Context: an optimization exercise on an open-source flow, tuned for small area. The choices shown serve that exercise and are no tape-out recipe. The RTL was checked by simulation tests, not by an equivalence proof against the original design. Power and IR drop assume default switching activity.

==> inputs of job 3179 <==
==> flow/design.v <==
`default_nettype none
package commandTimersPkg;
    typedef enum logic [1:0] {
        opCheck = 2'b00,
        opWait  = 2'b01,
        opClear = 2'b10,
        opSet   = 2'b11
    } timerOp_e;
    typedef struct packed {
        logic                            isStore;
        logic                            cmdBit;
        logic [$clog2(8)-1:0] select;
        logic                            prescale;
        logic [27-1:0]     waitTime;
        logic [3:0]                      regDest;
    } timerCmd_t;
    typedef struct packed {
        logic [3:0]  regDest;
        logic [31:0] data;
    } timerResult_t;
endpackage
`default_nettype wire
`default_nettype none
module commandTimers
(
    input  wire logic                         clk,
    input  wire logic                         arstN,
    input  wire logic                         ioInAck,
    output logic                              ioInReq,
    input  wire logic [3:0]                   minorOpcodeIn,
    input  wire logic [3:0]                   registerDestIn,
    input  wire logic [16-1:0] dataAddrIn,
    input  wire logic [16-1:0] dataIn,
    output logic      [8-1:0]      timerOutAck,
    input  wire logic [8-1:0]      timerOutReq,
    output logic [8*5-1:0]        resultOut
);
    localparam int NT = 8;
    logic [2:0]  phase;
    logic [15:0] lowHalf;
    logic        cmdValid;
    logic        pStore;
    logic        pBusy;      
    logic [2:0]  pSel;
    logic [3:0]  pTag;
    logic        beatFire;
    logic        highFire;
    logic        setWrite;
    logic [2:0]  sel;
    logic [26:0] waitTime;
    logic        prescale;
    logic [31:0] scaledWait;
    logic        waitOk;
    logic [11:0] highBits;   
    logic        late;       
    logic [2:0]  ringSel;
    logic [26:0] ringWait;
    logic        ringPrescale;
    logic [31:0] ringScaled;
    logic        ringWrite;
    logic [2:0]  ringPos;
    logic [2:0]  ringUntil;
    logic [2:0]  untilPass;
    logic [3:0]  spanOffset;
    logic [4:0]  spanLow;
    logic [27:0] passSpan;
    logic        nearIn;
    logic [2:0]  lastLoIn;
    logic [27:0]   ring [NT];
    logic [NT-1:0] ringBorrow;
    logic          passZero;
    logic [2:0]    lastLo [NT];
    logic [NT-1:0] near;       
    logic [NT-1:0] busy;
    logic [NT-1:0] waitPending;
    logic [NT-1:0] slotTag0, slotTag1, slotTag2, slotTag3;
    logic [NT-1:0] slotData;
    logic [NT-1:0] ready;
    logic [NT-1:0] accept;
    assign ioInReq  = !cmdValid;
    assign beatFire = ioInAck && !cmdValid;
    assign highFire = beatFire && dataAddrIn[0];
    assign setWrite = highFire && minorOpcodeIn[2];
    assign sel      = dataIn[14:12];
    assign waitTime = {dataIn[10:0], lowHalf};
    assign prescale = dataIn[11];
    assign scaledWait = prescale ? {waitTime, 5'd0} : {5'd0, waitTime};
    assign waitOk = prescale ? ((waitTime != '0) && (!waitTime[26] || (waitTime[25:0] == '0)))
                             : (waitTime[26:1] != '0);
    assign untilPass = sel - phase - 3'd1;
    assign nearIn = (scaledWait[31:4] == '0) && ({1'b0, scaledWait[3:0]} <= {2'b0, untilPass} + 5'd1);
    assign lastLoIn = phase + scaledWait[2:0];
    assign ringSel = late ? pSel : sel;
    assign ringWait = {late ? highBits[10:0] : dataIn[10:0], lowHalf};
    assign ringPrescale = late ? highBits[11] : dataIn[11];
    assign ringScaled = ringPrescale ? {ringWait, 5'd0} : {5'd0, ringWait};
    assign ringPos = phase + 3'd1 - ringSel;
    assign ringWrite = late || (setWrite && !ringPos[0]);
    assign ringUntil = 3'd0 - ringPos;
    assign spanOffset = {1'b0, ringUntil} + 4'd2 + 4'(late);
    assign spanLow = {1'b0, ringScaled[3:0]} - {1'b0, spanOffset};
    assign passSpan = {ringScaled[30:4], spanLow[3]};
    always_ff @(posedge clk) begin
        highBits <= dataIn[11:0];
        late     <= setWrite && ringPos[0];
    end
    always_ff @(posedge clk or negedge arstN) begin
        if (!arstN) begin
            phase <= '0;
        end else begin
            phase <= phase + 3'd1;
        end
    end
    always_ff @(posedge clk) begin
        if (beatFire && !dataAddrIn[0]) begin
            lowHalf <= dataIn;
        end
    end
    always_ff @(posedge clk) begin
        if (!cmdValid) begin
            pStore <= minorOpcodeIn[2];
            pBusy  <= dataIn[15] && (!minorOpcodeIn[2] || waitOk);
            pSel   <= sel;
            pTag   <= registerDestIn;
        end
    end
    always_ff @(posedge clk or negedge arstN) begin
        if (!arstN) begin
            cmdValid <= 1'b0;
        end else if (highFire) begin
            cmdValid <= 1'b1;
        end else if (accept != '0) begin
            cmdValid <= 1'b0;
        end
    end
    assign passZero = (ring[0][27:2] == '0) && (ring[0][1] == ringBorrow[0]) && !ring[0][0];
    for (genvar s = 0; s < NT; s++) begin : genRing
        always_ff @(posedge clk) begin
            if ((s % 2 == 0) && ringWrite && (ringPos == 3'(s))) begin
                ring[s]       <= passSpan;
                ringBorrow[s] <= spanLow[4];
            end else if (s == 1) begin
                ring[s]       <= ring[0] - {26'd0, ringBorrow[0], 1'b1};
                ringBorrow[s] <= 1'b0;
            end else begin
                ring[s]       <= ring[(s + NT - 1) % NT];
                ringBorrow[s] <= ringBorrow[(s + NT - 1) % NT];
            end
        end
    end
    for (genvar i = 0; i < NT; i++) begin : genTimer
        assign ready[i]  = pStore || (!timerOutAck[i] && !waitPending[i]);
        assign accept[i] = cmdValid && (pSel == 3'(i)) && ready[i];
        always_ff @(posedge clk) begin
            if (setWrite && (sel == 3'(i))) begin
                lastLo[i] <= lastLoIn;
            end
        end
        always_ff @(posedge clk) begin
            if (setWrite && (sel == 3'(i))) begin
                near[i] <= nearIn;
            end else if (phase == 3'(i)) begin
                near[i] <= passZero;
            end
        end
        always_ff @(posedge clk or negedge arstN) begin
            if (!arstN) begin
                busy[i] <= 1'b0;
            end else if (accept[i] && pStore) begin
                busy[i] <= pBusy;
            end else if (near[i] && (phase == lastLo[i])) begin
                busy[i] <= 1'b0;
            end
        end
        always_ff @(posedge clk or negedge arstN) begin
            if (!arstN) begin
                waitPending[i] <= 1'b0;
            end else if (accept[i] && !pStore && pBusy) begin
                waitPending[i] <= 1'b1;
            end else if (!busy[i]) begin
                waitPending[i] <= 1'b0;
            end
        end
        always_ff @(posedge clk or negedge arstN) begin
            if (!arstN) begin
                timerOutAck[i] <= 1'b0;
            end else if (timerOutAck[i]) begin
                timerOutAck[i] <= !timerOutReq[i];
            end else begin
                timerOutAck[i] <= (accept[i] && !pStore && !pBusy) || (waitPending[i] && !busy[i]);
            end
        end
        always_ff @(posedge clk) begin
            if (accept[i] && !pStore) begin
                {slotTag3[i], slotTag2[i], slotTag1[i], slotTag0[i]} <= pTag;
                slotData[i] <= !pBusy && busy[i];
            end
        end
        assign resultOut[i*5 +: 5] = {slotTag3[i], slotTag2[i], slotTag1[i], slotTag0[i], slotData[i]};
    end
endmodule
`default_nettype wire
==> flow/flow/run.sh <==
#!/bin/bash
# The standard layout with three changes:
#  - synthesis maps the logic with ABC's area-oriented mapper (amap) instead
#    of the delay-oriented script; registers, passes and naming are unchanged
#  - single-drive port buffers
#  - a clock tree of mid-size buffers without dummy loads
set -euo pipefail
work=$PWD

# A copy of ORFS's scripts that differs only in the ABC area script
rm -rf "$work/scripts"
cp -r "$FLOW_HOME/scripts" "$work/scripts"
printf 'strash\ndc2\ndch -f\namap\ntopo\nstime -c\ndnsize -c\n' > "$work/scripts/abc_area.script"

export BUFFER_PORTS_ARGS="-buffer_cell sky130_fd_sc_hd__buf_1"
export CTS_ARGS="-sink_clustering_enable -repair_clock_nets -buf_list sky130_fd_sc_hd__clkbuf_8 -sink_clustering_size 20 -sink_clustering_max_diameter 90 -dont_use_dummy_load"

bash standard.sh SCRIPTS_DIR="$work/scripts" ABC_AREA=1 synth > "$work/synth.log" 2>&1
bash standard.sh finish > "$work/layout.log" 2>&1
==> flow/standard.sh <==
#!/bin/bash
# synth_recipe.tcl (not shown) runs the flow's synth.tcl, then flattens the netlist and writes it again
# the make line also repeats each setting of config.mk as NAME=value (left out here)
make -C /OpenROAD-flow-scripts/flow DESIGN_CONFIG=/design/flow/config.mk WORK_HOME=/design/flow/orfs CLKGATE_MAP_FILE= SYNTH_SCRIPT=/design/flow/synth_recipe.tcl "${@:-finish}"
==> flow/config.mk <==
export PLATFORM = sky130hd
export DESIGN_NAME = commandTimers
export DESIGN_NICKNAME = commandTimers
export VERILOG_FILES = /design/flow/design.v
export SDC_FILE = /design/flow/constraint.sdc
export NUM_CORES = 4
export LEC_CHECK = 0
export CAP_MARGIN = 20
export CORE_MARGIN = 2
export CORE_UTILIZATION = 70
export CTS_BUF_LIST = sky130_fd_sc_hd__clkbuf_8
export CTS_CLUSTER_DIAMETER = 60
export CTS_CLUSTER_SIZE = 18
export SLEW_MARGIN = 20
==> flow/constraint.sdc <==
create_clock -name core_clock -period 7.0 [get_ports {clk}]
set_input_delay 1.4000 -clock core_clock [delete_from_list [all_inputs] [get_ports {clk}]]
set_output_delay 1.4000 -clock core_clock [all_outputs]
set_load 0.01 [all_outputs]
==> job 6223: changes against job 3179 <==
--- a/flow/design.v
+++ b/flow/design.v
@@ -66,10 +66,13 @@
     logic [27:0] passSpan;
     logic        nearIn;
-    logic [2:0]  lastLoIn;
+    logic [2:0]  lastIn;
     logic [27:0]   ring [NT];
     logic [NT-1:0] ringBorrow;
     logic          passZero;
-    logic [2:0]    lastLo [NT];
-    logic [NT-1:0] near;       
+    logic [NT-1:0] ringNear;   
+    logic [2:0]    ringLast [NT];
+    logic [NT-1:0] stageDone;  
+    logic [NT-1:0] stageRev;
+    logic [NT-1:0] done;       
     logic [NT-1:0] busy;
     logic [NT-1:0] waitPending;
@@ -88,7 +91,4 @@
     assign waitOk = prescale ? ((waitTime != '0) && (!waitTime[26] || (waitTime[25:0] == '0)))
                              : (waitTime[26:1] != '0);
-    assign untilPass = sel - phase - 3'd1;
-    assign nearIn = (scaledWait[31:4] == '0) && ({1'b0, scaledWait[3:0]} <= {2'b0, untilPass} + 5'd1);
-    assign lastLoIn = phase + scaledWait[2:0];
     assign ringSel = late ? pSel : sel;
     assign ringWait = {late ? highBits[10:0] : dataIn[10:0], lowHalf};
@@ -98,4 +98,7 @@
     assign ringWrite = late || (setWrite && !ringPos[0]);
     assign ringUntil = 3'd0 - ringPos;
+    assign untilPass = ringUntil + 3'(late);
+    assign nearIn = (ringScaled[31:4] == '0) && ({1'b0, ringScaled[3:0]} <= {2'b0, untilPass} + 5'd1);
+    assign lastIn = ringPos + ringScaled[2:0] - 3'd1 - 3'(late);
     assign spanOffset = {1'b0, ringUntil} + 4'd2 + 4'(late);
     assign spanLow = {1'b0, ringScaled[3:0]} - {1'b0, spanOffset};
@@ -140,28 +143,29 @@
                 ring[s]       <= passSpan;
                 ringBorrow[s] <= spanLow[4];
+                ringNear[s]   <= nearIn;
+                ringLast[s]   <= lastIn;
             end else if (s == 1) begin
                 ring[s]       <= ring[0] - {26'd0, ringBorrow[0], 1'b1};
                 ringBorrow[s] <= 1'b0;
+                ringNear[s]   <= passZero;
+                ringLast[s]   <= ringLast[0];
             end else begin
                 ring[s]       <= ring[(s + NT - 1) % NT];
                 ringBorrow[s] <= ringBorrow[(s + NT - 1) % NT];
-            end
-        end
-    end
+                ringNear[s]   <= ringNear[(s + NT - 1) % NT];
+                ringLast[s]   <= ringLast[(s + NT - 1) % NT];
+            end
+        end
+        assign stageDone[s] = ringNear[s] && (ringLast[s] == 3'(s));
+    end
+    always_comb begin
+        for (int k = 0; k < NT; k++) begin
+            stageRev[k] = stageDone[(NT - k) % NT];
+        end
+    end
+    assign done = (NT)'({stageRev, stageRev} >> (3'd0 - phase));
     for (genvar i = 0; i < NT; i++) begin : genTimer
         assign ready[i]  = pStore || (!timerOutAck[i] && !waitPending[i]);
         assign accept[i] = cmdValid && (pSel == 3'(i)) && ready[i];
-        always_ff @(posedge clk) begin
-            if (setWrite && (sel == 3'(i))) begin
-                lastLo[i] <= lastLoIn;
-            end
-        end
-        always_ff @(posedge clk) begin
-            if (setWrite && (sel == 3'(i))) begin
-                near[i] <= nearIn;
-            end else if (phase == 3'(i)) begin
-                near[i] <= passZero;
-            end
-        end
         always_ff @(posedge clk or negedge arstN) begin
             if (!arstN) begin
@@ -169,5 +173,5 @@
             end else if (accept[i] && pStore) begin
                 busy[i] <= pBusy;
-            end else if (near[i] && (phase == lastLo[i])) begin
+            end else if (done[i]) begin
                 busy[i] <= 1'b0;
             end
--- a/flow/flow/run.sh
+++ b/flow/flow/run.sh
@@ -14,5 +14,5 @@
 
 export BUFFER_PORTS_ARGS="-buffer_cell sky130_fd_sc_hd__buf_1"
-export CTS_ARGS="-sink_clustering_enable -repair_clock_nets -buf_list sky130_fd_sc_hd__clkbuf_8 -sink_clustering_size 20 -sink_clustering_max_diameter 90 -dont_use_dummy_load"
+export CTS_ARGS="-sink_clustering_enable -repair_clock_nets -buf_list sky130_fd_sc_hd__clkbuf_8 -sink_clustering_size 18 -sink_clustering_max_diameter 60 -dont_use_dummy_load"
 
 bash standard.sh SCRIPTS_DIR="$work/scripts" ABC_AREA=1 synth > "$work/synth.log" 2>&1
==> job 2092: changes against job 3179 <==
--- a/flow/design.v
+++ b/flow/design.v
@@ -62,12 +62,8 @@
     logic [2:0]  ringUntil;
     logic [2:0]  untilPass;
-    logic [3:0]  spanOffset;
-    logic [4:0]  spanLow;
-    logic [27:0] passSpan;
+    logic [31:0] passSpan;
     logic        nearIn;
     logic [2:0]  lastLoIn;
     logic [27:0]   ring [NT];
-    logic [NT-1:0] ringBorrow;
-    logic          passZero;
     logic [2:0]    lastLo [NT];
     logic [NT-1:0] near;       
@@ -98,7 +94,5 @@
     assign ringWrite = late || (setWrite && !ringPos[0]);
     assign ringUntil = 3'd0 - ringPos;
-    assign spanOffset = {1'b0, ringUntil} + 4'd2 + 4'(late);
-    assign spanLow = {1'b0, ringScaled[3:0]} - {1'b0, spanOffset};
-    assign passSpan = {ringScaled[30:4], spanLow[3]};
+    assign passSpan = ringScaled - 32'(ringUntil) - 32'd2 - 32'(late);
     always_ff @(posedge clk) begin
         highBits <= dataIn[11:0];
@@ -134,16 +128,12 @@
         end
     end
-    assign passZero = (ring[0][27:2] == '0) && (ring[0][1] == ringBorrow[0]) && !ring[0][0];
     for (genvar s = 0; s < NT; s++) begin : genRing
         always_ff @(posedge clk) begin
             if ((s % 2 == 0) && ringWrite && (ringPos == 3'(s))) begin
-                ring[s]       <= passSpan;
-                ringBorrow[s] <= spanLow[4];
+                ring[s] <= passSpan[30:3];
             end else if (s == 1) begin
-                ring[s]       <= ring[0] - {26'd0, ringBorrow[0], 1'b1};
-                ringBorrow[s] <= 1'b0;
+                ring[s] <= ring[0] - 28'd1;
             end else begin
-                ring[s]       <= ring[(s + NT - 1) % NT];
-                ringBorrow[s] <= ringBorrow[(s + NT - 1) % NT];
+                ring[s] <= ring[(s + NT - 1) % NT];
             end
         end
@@ -161,5 +151,5 @@
                 near[i] <= nearIn;
             end else if (phase == 3'(i)) begin
-                near[i] <= passZero;
+                near[i] <= (ring[0] == '0);
             end
         end
==> flow/flow/run.sh (replaced) <==
#!/bin/bash
# The standard layout, with single-drive port buffers and a clock tree
# built from mid-size buffers without dummy loads.
set -euo pipefail
export BUFFER_PORTS_ARGS="-buffer_cell sky130_fd_sc_hd__buf_1"
export CTS_ARGS="-sink_clustering_enable -repair_clock_nets -buf_list sky130_fd_sc_hd__clkbuf_8 -sink_clustering_size 18 -sink_clustering_max_diameter 60 -dont_use_dummy_load"
bash standard.sh > standard.log 2>&1
--- a/flow/config.mk
+++ b/flow/config.mk
@@ -6,9 +6,9 @@
 export NUM_CORES = 4
 export LEC_CHECK = 0
-export CAP_MARGIN = 20
+export CAP_MARGIN = 0
 export CORE_MARGIN = 2
-export CORE_UTILIZATION = 70
+export CORE_UTILIZATION = 60
 export CTS_BUF_LIST = sky130_fd_sc_hd__clkbuf_8
 export CTS_CLUSTER_DIAMETER = 60
 export CTS_CLUSTER_SIZE = 18
-export SLEW_MARGIN = 20
+export SLEW_MARGIN = 0
==> job 3611: changes against job 3179 <==
--- a/flow/design.v
+++ b/flow/design.v
@@ -68,6 +68,4 @@
     logic [2:0]  lastLoIn;
     logic [27:0]   ring [NT];
-    logic [NT-1:0] ringBorrow;
-    logic          passZero;
     logic [2:0]    lastLo [NT];
     logic [NT-1:0] near;       
@@ -100,5 +98,16 @@
     assign spanOffset = {1'b0, ringUntil} + 4'd2 + 4'(late);
     assign spanLow = {1'b0, ringScaled[3:0]} - {1'b0, spanOffset};
-    assign passSpan = {ringScaled[30:4], spanLow[3]};
+    logic [26:0] spanZeros;
+    logic [26:0] spanHigh;
+    always_comb begin
+        spanZeros[0] = spanLow[4];
+        for (int k = 1; k < 27; k++) begin
+            spanZeros[k] = spanZeros[k-1] && !ringScaled[k+3];
+        end
+        for (int k = 0; k < 27; k++) begin
+            spanHigh[k] = ringScaled[k+4] ^ spanZeros[k];
+        end
+    end
+    assign passSpan = {spanHigh, spanLow[3]};
     always_ff @(posedge clk) begin
         highBits <= dataIn[11:0];
@@ -134,16 +143,12 @@
         end
     end
-    assign passZero = (ring[0][27:2] == '0) && (ring[0][1] == ringBorrow[0]) && !ring[0][0];
     for (genvar s = 0; s < NT; s++) begin : genRing
         always_ff @(posedge clk) begin
             if ((s % 2 == 0) && ringWrite && (ringPos == 3'(s))) begin
-                ring[s]       <= passSpan;
-                ringBorrow[s] <= spanLow[4];
+                ring[s] <= passSpan;
             end else if (s == 1) begin
-                ring[s]       <= ring[0] - {26'd0, ringBorrow[0], 1'b1};
-                ringBorrow[s] <= 1'b0;
+                ring[s] <= ring[0] - 28'd1;
             end else begin
-                ring[s]       <= ring[(s + NT - 1) % NT];
-                ringBorrow[s] <= ringBorrow[(s + NT - 1) % NT];
+                ring[s] <= ring[(s + NT - 1) % NT];
             end
         end
@@ -161,5 +166,5 @@
                 near[i] <= nearIn;
             end else if (phase == 3'(i)) begin
-                near[i] <= passZero;
+                near[i] <= (ring[0] == '0);
             end
         end
==> flow/flow/run.sh (replaced) <==
#!/bin/bash
# The standard layout, with single-drive port buffers and a clock tree
# built from mid-size buffers without dummy loads.
set -euo pipefail
export BUFFER_PORTS_ARGS="-buffer_cell sky130_fd_sc_hd__buf_1"
export CTS_ARGS="-sink_clustering_enable -repair_clock_nets -buf_list sky130_fd_sc_hd__clkbuf_4 -sink_clustering_size 10 -sink_clustering_max_diameter 40 -dont_use_dummy_load"
bash standard.sh > standard.log 2>&1
--- a/flow/config.mk
+++ b/flow/config.mk
@@ -8,5 +8,5 @@
 export CAP_MARGIN = 20
 export CORE_MARGIN = 2
-export CORE_UTILIZATION = 70
+export CORE_UTILIZATION = 60
 export CTS_BUF_LIST = sky130_fd_sc_hd__clkbuf_8
 export CTS_CLUSTER_DIAMETER = 60
==> run notes <==
Non-clock buffer count: job 3179 < job 6223 < job 2092 < job 3611.
Total power is about the same in job 2092 and job 3611.
Synthesized cell count, highest first: job 2092, job 3179, job 3611, job 6223.
Design area: job 3611 > job 2092 > job 3179 > job 6223.
Combinational power: job 6223 > job 3179 > job 2092 > job 3611.
Global-route usage, lowest first: job 2092, job 3611, job 3179, job 6223.
Job 3179 produced a clean layout. Job 2092 passed the timing, design-rule and antenna checks. Job 3611 finished but failed the layout checks on setup timing. Job 6223 passed the timing, design-rule and antenna checks.
Of job 6223 and job 2092, job 6223 has the higher sequential power (gap about 9%, measured against job 2092).
Final cell count: job 6223 < job 3179 < job 3611 < job 2092.
Of job 3611 and job 6223, job 3611 has the higher die area (gap 25%, measured against job 6223).

==> what the ideal ports hide <==
The flow's constraints put no driver on any port. The routed layouts listed below were extracted and timed again, unchanged, in two steps. Step 1, drivers: a clkbuf_16 drives clk and a buf_2 each remaining input, both assumed. Step 2 moves the port delays by t, midway between the first and last clock arrival at a register: inputs arrive t later, outputs are due t later. That takes back most of the time a late clock gives input paths. Three values: no drivers, after step 1, after step 2; two values: the first two.
run	shift t [ns]	slack for setup (ns)	pins driven straight from the clock port
job 3179	0.567	2.076 / 2.076 / 1.601	1
job 6223	0.587	1.685 / 1.685 / 1.646	1
job 2092	0.595	1.481 / 1.481 / 0.982	1
job 3611	0.674	-0.645 / -0.637 / -1.312	1
For job 3611, which loses most, drivers alone change the setup slack by +0.008 ns; drivers and shift together by -0.667 ns.
